This design comes from an exercise in tuning for small area on the open sky130 flow, not from production work.
Function was checked by simulation only, so behaviour that the tests miss may differ from the original.
Power and IR drop assume default switching activity.

==> inputs of cedar <==
==> flow/design.v <==
package noc_pkg;
    localparam int flit_width    = 40;
    localparam int coord_width   = 2;                                
    localparam int payload_width = flit_width - 2 * coord_width;     
    typedef enum logic [2:0] {
        dir_local = 3'd0,
        dir_east  = 3'd1,
        dir_west  = 3'd2,
        dir_north = 3'd3,     
        dir_south = 3'd4
    } port_dir_e;
endpackage
`timescale 1ns/1ns
module mesh_top #(
    parameter int mesh_cols   = 4,
    parameter int mesh_rows   = 4,
    parameter int count_width = 8
) (
    input  logic                                   clk,
    input  logic                                   reset,
    input  logic                                   in_valid,
    input  logic [noc_pkg::coord_width-1:0]        in_dest_x,
    input  logic [noc_pkg::coord_width-1:0]        in_dest_y,
    input  logic [noc_pkg::payload_width-1:0]      in_payload,
    output logic [count_width-1:0]                 injected_count,
    input  logic                                   rd_req,
    input  logic [$clog2(mesh_cols*mesh_rows)-1:0] rd_node,
    output logic                                   rd_valid,
    output logic [count_width-1:0]                 rd_count,
    output logic [noc_pkg::payload_width-1:0]      rd_checksum
);
    localparam int payload_width = noc_pkg::payload_width;
    localparam int node_count    = 16;
    localparam int depth         = 8;
    always_ff @(posedge clk) begin
        if (reset)         injected_count <= '0;
        else if (in_valid) injected_count <= injected_count + 1'b1;
    end
    logic [payload_width-1:0] pay [depth];
    always_ff @(posedge clk) begin
        pay[0] <= in_payload;
        for (int k = 1; k < depth; k++) pay[k] <= pay[k-1];
    end
    logic       v0, v1;           
    logic [1:0] x0, y0, x1, y1;
    logic [3:0] xy2, xy3, xy4, xy5;  
    logic       a6, b6;           
    logic       v7;               
    always_ff @(posedge clk) begin
        x0 <= in_dest_x;
        y0 <= in_dest_y;
        x1 <= x0;
        y1 <= y0;
        if (reset) begin
            v0  <= 1'b0;
            v1  <= 1'b0;
            xy2 <= '0;
            xy3 <= '0;
            xy4 <= '0;
            xy5 <= '0;
            a6  <= 1'b0;
            b6  <= 1'b0;
            v7  <= 1'b0;
        end else begin
            v0  <= in_valid;
            v1  <= v0;
            xy2 <= v1 ? {x1, y1} : 4'd0;     
            xy3 <= xy2;
            xy4 <= xy3;
            xy5 <= xy4;
            a6  <= xy5[3:2] == 2'd3 && xy5[1];
            b6  <= xy5[1:0] == 2'd3 && xy5[3];
            v7  <= a6 && b6;
        end
    end
    logic [node_count-1:0]    hit;
    logic [payload_width-1:0] hit_pay [node_count];
    always_comb begin
        for (int n = 0; n < node_count; n++) begin
            hit[n]     = 1'b0;
            hit_pay[n] = pay[1 + n % 4 + n / 4];
        end
        hit[0] = v1 && x1 == 2'd0 && y1 == 2'd0;
        for (int n = 1; n < node_count; n++) begin
            case (n % 4 + n / 4)
                1: hit[n] = xy2 == {2'(n % 4), 2'(n / 4)};
                2: hit[n] = xy3 == {2'(n % 4), 2'(n / 4)};
                3: hit[n] = xy4 == {2'(n % 4), 2'(n / 4)};
                4: hit[n] = xy5 == {2'(n % 4), 2'(n / 4)};
                default: ;
            endcase
        end
        hit[11] = a6 && !b6;    
        hit[14] = b6 && !a6;    
        hit[15] = v7;           
    end
    logic [count_width-1:0]   count_q    [node_count];
    logic [payload_width-1:0] checksum_q [node_count];
    always_ff @(posedge clk) begin
        for (int n = 0; n < node_count; n++) begin
            if (reset) begin
                count_q[n]    <= '0;
                checksum_q[n] <= '0;
            end else if (hit[n]) begin
                count_q[n]    <= count_q[n] + 1'b1;
                checksum_q[n] <= checksum_q[n] ^ hit_pay[n];
            end
        end
    end
    always_ff @(posedge clk) begin
        rd_valid    <= rd_req && !reset;
        rd_count    <= count_q[rd_node];
        rd_checksum <= checksum_q[rd_node];
    end
endmodule
==> flow/run.sh <==
#!/bin/bash
# synth_recipe.tcl (not shown) runs the flow's synth.tcl, then flattens the netlist and writes it again
# the make line also repeats each setting of config.mk as NAME=value (left out here)
make -C /OpenROAD-flow-scripts/flow DESIGN_CONFIG=/design/flow/config.mk WORK_HOME=/design/flow/orfs CLKGATE_MAP_FILE= SYNTH_SCRIPT=/design/flow/synth_recipe.tcl finish
==> flow/config.mk <==
export PLATFORM = sky130hd
export DESIGN_NAME = mesh_top
export DESIGN_NICKNAME = mesh_top
export VERILOG_FILES = /design/flow/design.v
export SDC_FILE = /design/flow/constraint.sdc
export NUM_CORES = 4
export LEC_CHECK = 0
export CAP_MARGIN = 40
export CORE_MARGIN = 2
export CORE_UTILIZATION = 30
export PLACE_DENSITY = 0.5
export SLEW_MARGIN = 40
==> flow/constraint.sdc <==
create_clock -name core_clock -period 5.0 [get_ports {clk}]
set_input_delay 1.0000 -clock core_clock [delete_from_list [all_inputs] [get_ports {clk}]]
set_output_delay 1.0000 -clock core_clock [all_outputs]
set_load 0.01 [all_outputs]
==> indigo: changes against cedar <==
--- a/flow/design.v
+++ b/flow/design.v
@@ -11,4 +11,52 @@
     } port_dir_e;
 endpackage
+`timescale 1ns/1ns
+module log_read_mux #(
+    parameter int rows  = 16,
+    parameter int width = 44
+) (
+    input  logic [rows-1:0]            sel,
+    input  logic [rows-1:0][width-1:0] row,
+    output logic [width-1:0]           q
+);
+    localparam int groups = (rows + 2) / 3;
+    logic [groups-1:0][width-1:0] part_n;
+    for (genvar g = 0; g < groups; g++) begin : g_group
+        if (3 * g + 2 < rows) begin : g_three
+            log_aoi3 #(.width(width)) u_aoi (
+                .s0(sel[3*g]),   .a0(row[3*g]),
+                .s1(sel[3*g+1]), .a1(row[3*g+1]),
+                .s2(sel[3*g+2]), .a2(row[3*g+2]),
+                .y(part_n[g])
+            );
+        end else if (3 * g + 1 < rows) begin : g_two
+            log_aoi3 #(.width(width)) u_aoi (
+                .s0(sel[3*g]),   .a0(row[3*g]),
+                .s1(sel[3*g+1]), .a1(row[3*g+1]),
+                .s2(1'b0),       .a2('0),
+                .y(part_n[g])
+            );
+        end else begin : g_one
+            assign part_n[g] = ~({width{sel[3*g]}} & row[3*g]);
+        end
+    end
+    always_comb begin
+        q = '0;
+        for (int g = 0; g < groups; g++) q = q | ~part_n[g];
+    end
+endmodule
+module log_aoi3 #(
+    parameter int width = 44
+) (
+    input  logic             s0,
+    input  logic [width-1:0] a0,
+    input  logic             s1,
+    input  logic [width-1:0] a1,
+    input  logic             s2,
+    input  logic [width-1:0] a2,
+    output logic [width-1:0] y
+);
+    assign y = ~(({width{s0}} & a0) | ({width{s1}} & a1) | ({width{s2}} & a2));
+endmodule
 `timescale 1ns/1ns
 module mesh_top #(
@@ -108,8 +156,21 @@
         end
     end
+    logic [node_count-1:0]                                rd_sel;
+    logic [node_count-1:0][count_width+payload_width-1:0] rd_row;
+    logic [count_width+payload_width-1:0]                 rd_data;
+    always_comb begin
+        for (int n = 0; n < node_count; n++) begin
+            rd_sel[n] = rd_node == 4'(n);
+            rd_row[n] = {count_q[n], checksum_q[n]};
+        end
+    end
+    log_read_mux #(
+        .rows(node_count), .width(count_width + payload_width)
+    ) u_rd_mux (
+        .sel(rd_sel), .row(rd_row), .q(rd_data)
+    );
     always_ff @(posedge clk) begin
-        rd_valid    <= rd_req && !reset;
-        rd_count    <= count_q[rd_node];
-        rd_checksum <= checksum_q[rd_node];
+        rd_valid <= rd_req && !reset;
+        {rd_count, rd_checksum} <= rd_data;
     end
 endmodule
==> flow/flow/run.sh (new file) <==
#!/bin/bash
# Own layout flow: the standard flow (standard.sh) with two changes.
#  1. Synthesis is the standard synthesis script (synth_recipe.tcl, which
#     sources ORFS's synth.tcl), except that Yosys's abc pass gets the
#     area-oriented script flow/area.abc in place of ORFS's abc_speed.script.
#     Everything else, including flip-flop mapping, flattening and renaming,
#     is unchanged, so the registers are the standard synthesis's.
#  2. Port buffers are sky130_fd_sc_hd__buf_1 instead of ORFS's default pick.
# Each tool's output goes to a log file in this folder (flow_*.log) and
# ORFS's own per-step logs stay under orfs/logs/.
set -euo pipefail
W=$(pwd)
F=$W/flow

# ORFS's synth.tcl with the abc script swapped, right after the preamble
# that defines abc_args
awk -v abc="$F/area.abc" '
  { print }
  /^source \$::env\(SCRIPTS_DIR\)\/synth_preamble.tcl/ {
    print "set abc_args [lreplace $abc_args 1 1 " abc "]"; n++
  }
  END { if (n != 1) exit 1 }
' "$FLOW_HOME/scripts/synth.tcl" > "$W/flow_orfs_synth.tcl"

# The standard flow's synthesis script, sourcing the patched copy
awk -v s="$W/flow_orfs_synth.tcl" '
  /^source \$::env\(SCRIPTS_DIR\)\/synth.tcl$/ { print "source " s; n++; next }
  { print }
  END { if (n != 1) exit 1 }
' "$W/synth_recipe.tcl" > "$W/flow_synth.tcl"

bash "$W/standard.sh" \
  "SYNTH_SCRIPT=$W/flow_synth.tcl" \
  "BUFFER_PORTS_ARGS=-buffer_cell sky130_fd_sc_hd__buf_1" \
  finish > "$W/flow_make.log" 2>&1
test -s "$W/out/final.def"
==> flow/flow/area.abc (new file) <==
strash
dc2
dch
map -a
amap
topo
==> flow/standard.sh (new file) <==
#!/bin/bash
# synth_recipe.tcl (not shown) runs the flow's synth.tcl, then flattens the netlist and writes it again
# the make line also repeats each setting of config.mk as NAME=value (left out here)
make -C /OpenROAD-flow-scripts/flow DESIGN_CONFIG=/design/flow/config.mk WORK_HOME=/design/flow/orfs CLKGATE_MAP_FILE= SYNTH_SCRIPT=/design/flow/synth_recipe.tcl "${@:-finish}"
--- a/flow/config.mk
+++ b/flow/config.mk
@@ -6,7 +6,10 @@
 export NUM_CORES = 4
 export LEC_CHECK = 0
-export CAP_MARGIN = 40
+export CAP_MARGIN = 20
 export CORE_MARGIN = 2
-export CORE_UTILIZATION = 30
-export PLACE_DENSITY = 0.5
-export SLEW_MARGIN = 40
+export CORE_UTILIZATION = 55
+export CTS_CLUSTER_DIAMETER = 80
+export CTS_CLUSTER_SIZE = 30
+export PLACE_DENSITY = 0.65
+export SLEW_MARGIN = 20
+export SYNTH_HIERARCHICAL = 1
removed: flow/run.sh
==> delta: changes against cedar <==
--- a/flow/design.v
+++ b/flow/design.v
@@ -11,4 +11,52 @@
     } port_dir_e;
 endpackage
+`timescale 1ns/1ns
+module log_read_mux #(
+    parameter int rows  = 16,
+    parameter int width = 44
+) (
+    input  logic [rows-1:0]            sel,
+    input  logic [rows-1:0][width-1:0] row,
+    output logic [width-1:0]           q
+);
+    localparam int groups = (rows + 2) / 3;
+    logic [groups-1:0][width-1:0] part_n;
+    for (genvar g = 0; g < groups; g++) begin : g_group
+        if (3 * g + 2 < rows) begin : g_three
+            log_aoi3 #(.width(width)) u_aoi (
+                .s0(sel[3*g]),   .a0(row[3*g]),
+                .s1(sel[3*g+1]), .a1(row[3*g+1]),
+                .s2(sel[3*g+2]), .a2(row[3*g+2]),
+                .y(part_n[g])
+            );
+        end else if (3 * g + 1 < rows) begin : g_two
+            log_aoi3 #(.width(width)) u_aoi (
+                .s0(sel[3*g]),   .a0(row[3*g]),
+                .s1(sel[3*g+1]), .a1(row[3*g+1]),
+                .s2(1'b0),       .a2('0),
+                .y(part_n[g])
+            );
+        end else begin : g_one
+            assign part_n[g] = ~({width{sel[3*g]}} & row[3*g]);
+        end
+    end
+    always_comb begin
+        q = '0;
+        for (int g = 0; g < groups; g++) q = q | ~part_n[g];
+    end
+endmodule
+module log_aoi3 #(
+    parameter int width = 44
+) (
+    input  logic             s0,
+    input  logic [width-1:0] a0,
+    input  logic             s1,
+    input  logic [width-1:0] a1,
+    input  logic             s2,
+    input  logic [width-1:0] a2,
+    output logic [width-1:0] y
+);
+    assign y = ~(({width{s0}} & a0) | ({width{s1}} & a1) | ({width{s2}} & a2));
+endmodule
 `timescale 1ns/1ns
 module mesh_top #(
@@ -108,8 +156,21 @@
         end
     end
+    logic [node_count-1:0]                                rd_sel;
+    logic [node_count-1:0][count_width+payload_width-1:0] rd_row;
+    logic [count_width+payload_width-1:0]                 rd_data;
+    always_comb begin
+        for (int n = 0; n < node_count; n++) begin
+            rd_sel[n] = rd_node == 4'(n);
+            rd_row[n] = {count_q[n], checksum_q[n]};
+        end
+    end
+    log_read_mux #(
+        .rows(node_count), .width(count_width + payload_width)
+    ) u_rd_mux (
+        .sel(rd_sel), .row(rd_row), .q(rd_data)
+    );
     always_ff @(posedge clk) begin
-        rd_valid    <= rd_req && !reset;
-        rd_count    <= count_q[rd_node];
-        rd_checksum <= checksum_q[rd_node];
+        rd_valid <= rd_req && !reset;
+        {rd_count, rd_checksum} <= rd_data;
     end
 endmodule
==> flow/flow/run.sh (new file) <==
#!/bin/bash
# Own layout flow: the standard flow (standard.sh) with two changes.
#  1. Synthesis is the standard synthesis script (synth_recipe.tcl, which
#     sources ORFS's synth.tcl), except that Yosys's abc pass gets the
#     area-oriented script flow/area.abc in place of ORFS's abc_speed.script.
#     Everything else, including flip-flop mapping, flattening and renaming,
#     is unchanged, so the registers are the standard synthesis's.
#  2. Port buffers are sky130_fd_sc_hd__buf_1 instead of ORFS's default pick.
# Each tool's output goes to a log file in this folder (flow_*.log) and
# ORFS's own per-step logs stay under orfs/logs/.
set -euo pipefail
W=$(pwd)
F=$W/flow

# ORFS's synth.tcl with the abc script swapped, right after the preamble
# that defines abc_args
awk -v abc="$F/area.abc" '
  { print }
  /^source \$::env\(SCRIPTS_DIR\)\/synth_preamble.tcl/ {
    print "set abc_args [lreplace $abc_args 1 1 " abc "]"; n++
  }
  END { if (n != 1) exit 1 }
' "$FLOW_HOME/scripts/synth.tcl" > "$W/flow_orfs_synth.tcl"

# The standard flow's synthesis script, sourcing the patched copy
awk -v s="$W/flow_orfs_synth.tcl" '
  /^source \$::env\(SCRIPTS_DIR\)\/synth.tcl$/ { print "source " s; n++; next }
  { print }
  END { if (n != 1) exit 1 }
' "$W/synth_recipe.tcl" > "$W/flow_synth.tcl"

bash "$W/standard.sh" \
  "SYNTH_SCRIPT=$W/flow_synth.tcl" \
  "BUFFER_PORTS_ARGS=-buffer_cell sky130_fd_sc_hd__buf_1" \
  finish > "$W/flow_make.log" 2>&1
test -s "$W/out/final.def"
==> flow/flow/area.abc (new file) <==
strash
dc2
dch
amap
strash
dch
amap
topo
==> flow/standard.sh (new file) <==
#!/bin/bash
# synth_recipe.tcl (not shown) runs the flow's synth.tcl, then flattens the netlist and writes it again
# the make line also repeats each setting of config.mk as NAME=value (left out here)
make -C /OpenROAD-flow-scripts/flow DESIGN_CONFIG=/design/flow/config.mk WORK_HOME=/design/flow/orfs CLKGATE_MAP_FILE= SYNTH_SCRIPT=/design/flow/synth_recipe.tcl "${@:-finish}"
--- a/flow/config.mk
+++ b/flow/config.mk
@@ -6,7 +6,10 @@
 export NUM_CORES = 4
 export LEC_CHECK = 0
-export CAP_MARGIN = 40
+export CAP_MARGIN = 20
 export CORE_MARGIN = 2
-export CORE_UTILIZATION = 30
-export PLACE_DENSITY = 0.5
-export SLEW_MARGIN = 40
+export CORE_UTILIZATION = 80
+export CTS_CLUSTER_DIAMETER = 80
+export CTS_CLUSTER_SIZE = 30
+export PLACE_DENSITY = 0.88
+export SLEW_MARGIN = 20
+export SYNTH_HIERARCHICAL = 1
removed: flow/run.sh
==> tundra: changes against cedar <==
--- a/flow/design.v
+++ b/flow/design.v
@@ -11,4 +11,18 @@
     } port_dir_e;
 endpackage
+`timescale 1ns/1ns
+module log_read_mux #(
+    parameter int rows  = 16,
+    parameter int width = 44
+) (
+    input  logic [rows-1:0]            sel,
+    input  logic [rows-1:0][width-1:0] row,
+    output logic [width-1:0]           q
+);
+    always_comb begin
+        q = '0;
+        for (int i = 0; i < rows; i++) q = q | ({width{sel[i]}} & row[i]);
+    end
+endmodule
 `timescale 1ns/1ns
 module mesh_top #(
@@ -108,8 +122,21 @@
         end
     end
+    logic [node_count-1:0]                                rd_sel;
+    logic [node_count-1:0][count_width+payload_width-1:0] rd_row;
+    logic [count_width+payload_width-1:0]                 rd_data;
+    always_comb begin
+        for (int n = 0; n < node_count; n++) begin
+            rd_sel[n] = rd_node == 4'(n);
+            rd_row[n] = {count_q[n], checksum_q[n]};
+        end
+    end
+    log_read_mux #(
+        .rows(node_count), .width(count_width + payload_width)
+    ) u_rd_mux (
+        .sel(rd_sel), .row(rd_row), .q(rd_data)
+    );
     always_ff @(posedge clk) begin
-        rd_valid    <= rd_req && !reset;
-        rd_count    <= count_q[rd_node];
-        rd_checksum <= checksum_q[rd_node];
+        rd_valid <= rd_req && !reset;
+        {rd_count, rd_checksum} <= rd_data;
     end
 endmodule
--- a/flow/config.mk
+++ b/flow/config.mk
@@ -6,7 +6,10 @@
 export NUM_CORES = 4
 export LEC_CHECK = 0
-export CAP_MARGIN = 40
+export CAP_MARGIN = 20
 export CORE_MARGIN = 2
-export CORE_UTILIZATION = 30
-export PLACE_DENSITY = 0.5
-export SLEW_MARGIN = 40
+export CORE_UTILIZATION = 55
+export CTS_BUF_LIST = sky130_fd_sc_hd__clkbuf_4 sky130_fd_sc_hd__clkbuf_8
+export CTS_CLUSTER_SIZE = 20
+export PLACE_DENSITY = 0.65
+export SLEW_MARGIN = 20
+export SYNTH_HIERARCHICAL = 1
==> qor summary <==
Run status: cedar no timing/DRC/antenna violations; indigo no timing/DRC/antenna violations; tundra no timing/DRC/antenna violations; delta no timing/DRC/antenna violations
Post-Place Cell Area: cedar 0.0435 mm2; indigo 0.0377 mm2; tundra 0.0419 mm2; delta 0.0368 mm2
Fraction of layout instances using a drive strength above 1: cedar 8.52%; indigo 4.00%; tundra 9.61%; delta 3.63%
CP peak stage delay: cedar 0.78 ns; indigo 0.84 ns; tundra 0.96 ns; delta 0.70 ns
Routability cong.: cedar 0.947; indigo 0.848; tundra 0.791; delta 0.926
Post-Syn Nets: cedar 4358; indigo 3381; tundra 4335; delta 3159
Register share of the cell area: cedar 45.3%; indigo 54.9%; tundra 47.0%; delta 56.8%
Clock tree cell share of total cell area: cedar 8.13%; indigo 3.63%; tundra 8.33%; delta 2.89%
Sequential power share: cedar 48.5%; indigo 64.2%; tundra 50.6%; delta 67.0%
Synth unique cells: cedar 71; indigo 27; tundra 45; delta 19
Clock transition at path regs: cedar 0.07 ns; indigo 0.11 ns; tundra 0.06 ns; delta 0.11 ns
Routed wire length: cedar 150 mm; indigo 105 mm; tundra 118 mm; delta 107 mm
Row cnt: cedar 134; indigo 93; tundra 99; delta 76
Start point of the worst hold path: cedar pay[0][14]; indigo pay[0][12]; tundra pay[3][32]; delta pay[0][24]
Number of ordinary and repair buffers in the finished layout: cedar 199; indigo 145; tundra 158; delta 141
GRT met1 Usage: cedar 30.0%; indigo 43.5%; tundra 42.4%; delta 56.6%
# clk buffers: cedar 168; indigo 50; tundra 292; delta 43
Worst Hold Endpoint: cedar pay[1][14]; indigo pay[1][12]; tundra pay[4][32]; delta pay[1][24]
Antenna diode count: cedar 0; indigo 0; tundra 1; delta 1

## what the ideal ports hide
The results above use ideal ports. As a check the final layouts listed here were re-extracted and re-timed, cells and wires unchanged. Step 1 sets driving cells, clkbuf_16 on the clock port and buf_2 on the other inputs (assumed; they add their load-dependent delay and slew). Step 2 times the ports against the registers' clock, not the clock port: input delays grow and output delays shrink by t, the midpoint of the rising clock arrivals with the driver on. Slacks: ideal / step 1 / step 2; pairs: ideal / step 1.
| run | shift t [ns] | slack for setup (ns) | hold WS [ns] |
|---|---|---|---|
| cedar | 0.805 | 2.003 / 2.033 / 1.246 | 0.324 / 0.324 / 0.324 |
| indigo | 0.694 | 2.244 / 2.278 / 1.584 | 0.332 / 0.332 / 0.332 |
| delta | 0.684 | 1.921 / 1.921 / 1.628 | 0.336 / 0.336 / 0.336 |
| tundra | 0.878 | 1.918 / 1.961 / 1.083 | 0.311 / 0.311 / 0.311 |
After both steps setup and hold are still met in every run listed. For tundra, which loses most, drivers alone change the setup slack by +0.043 ns; drivers and shift together by -0.835 ns.
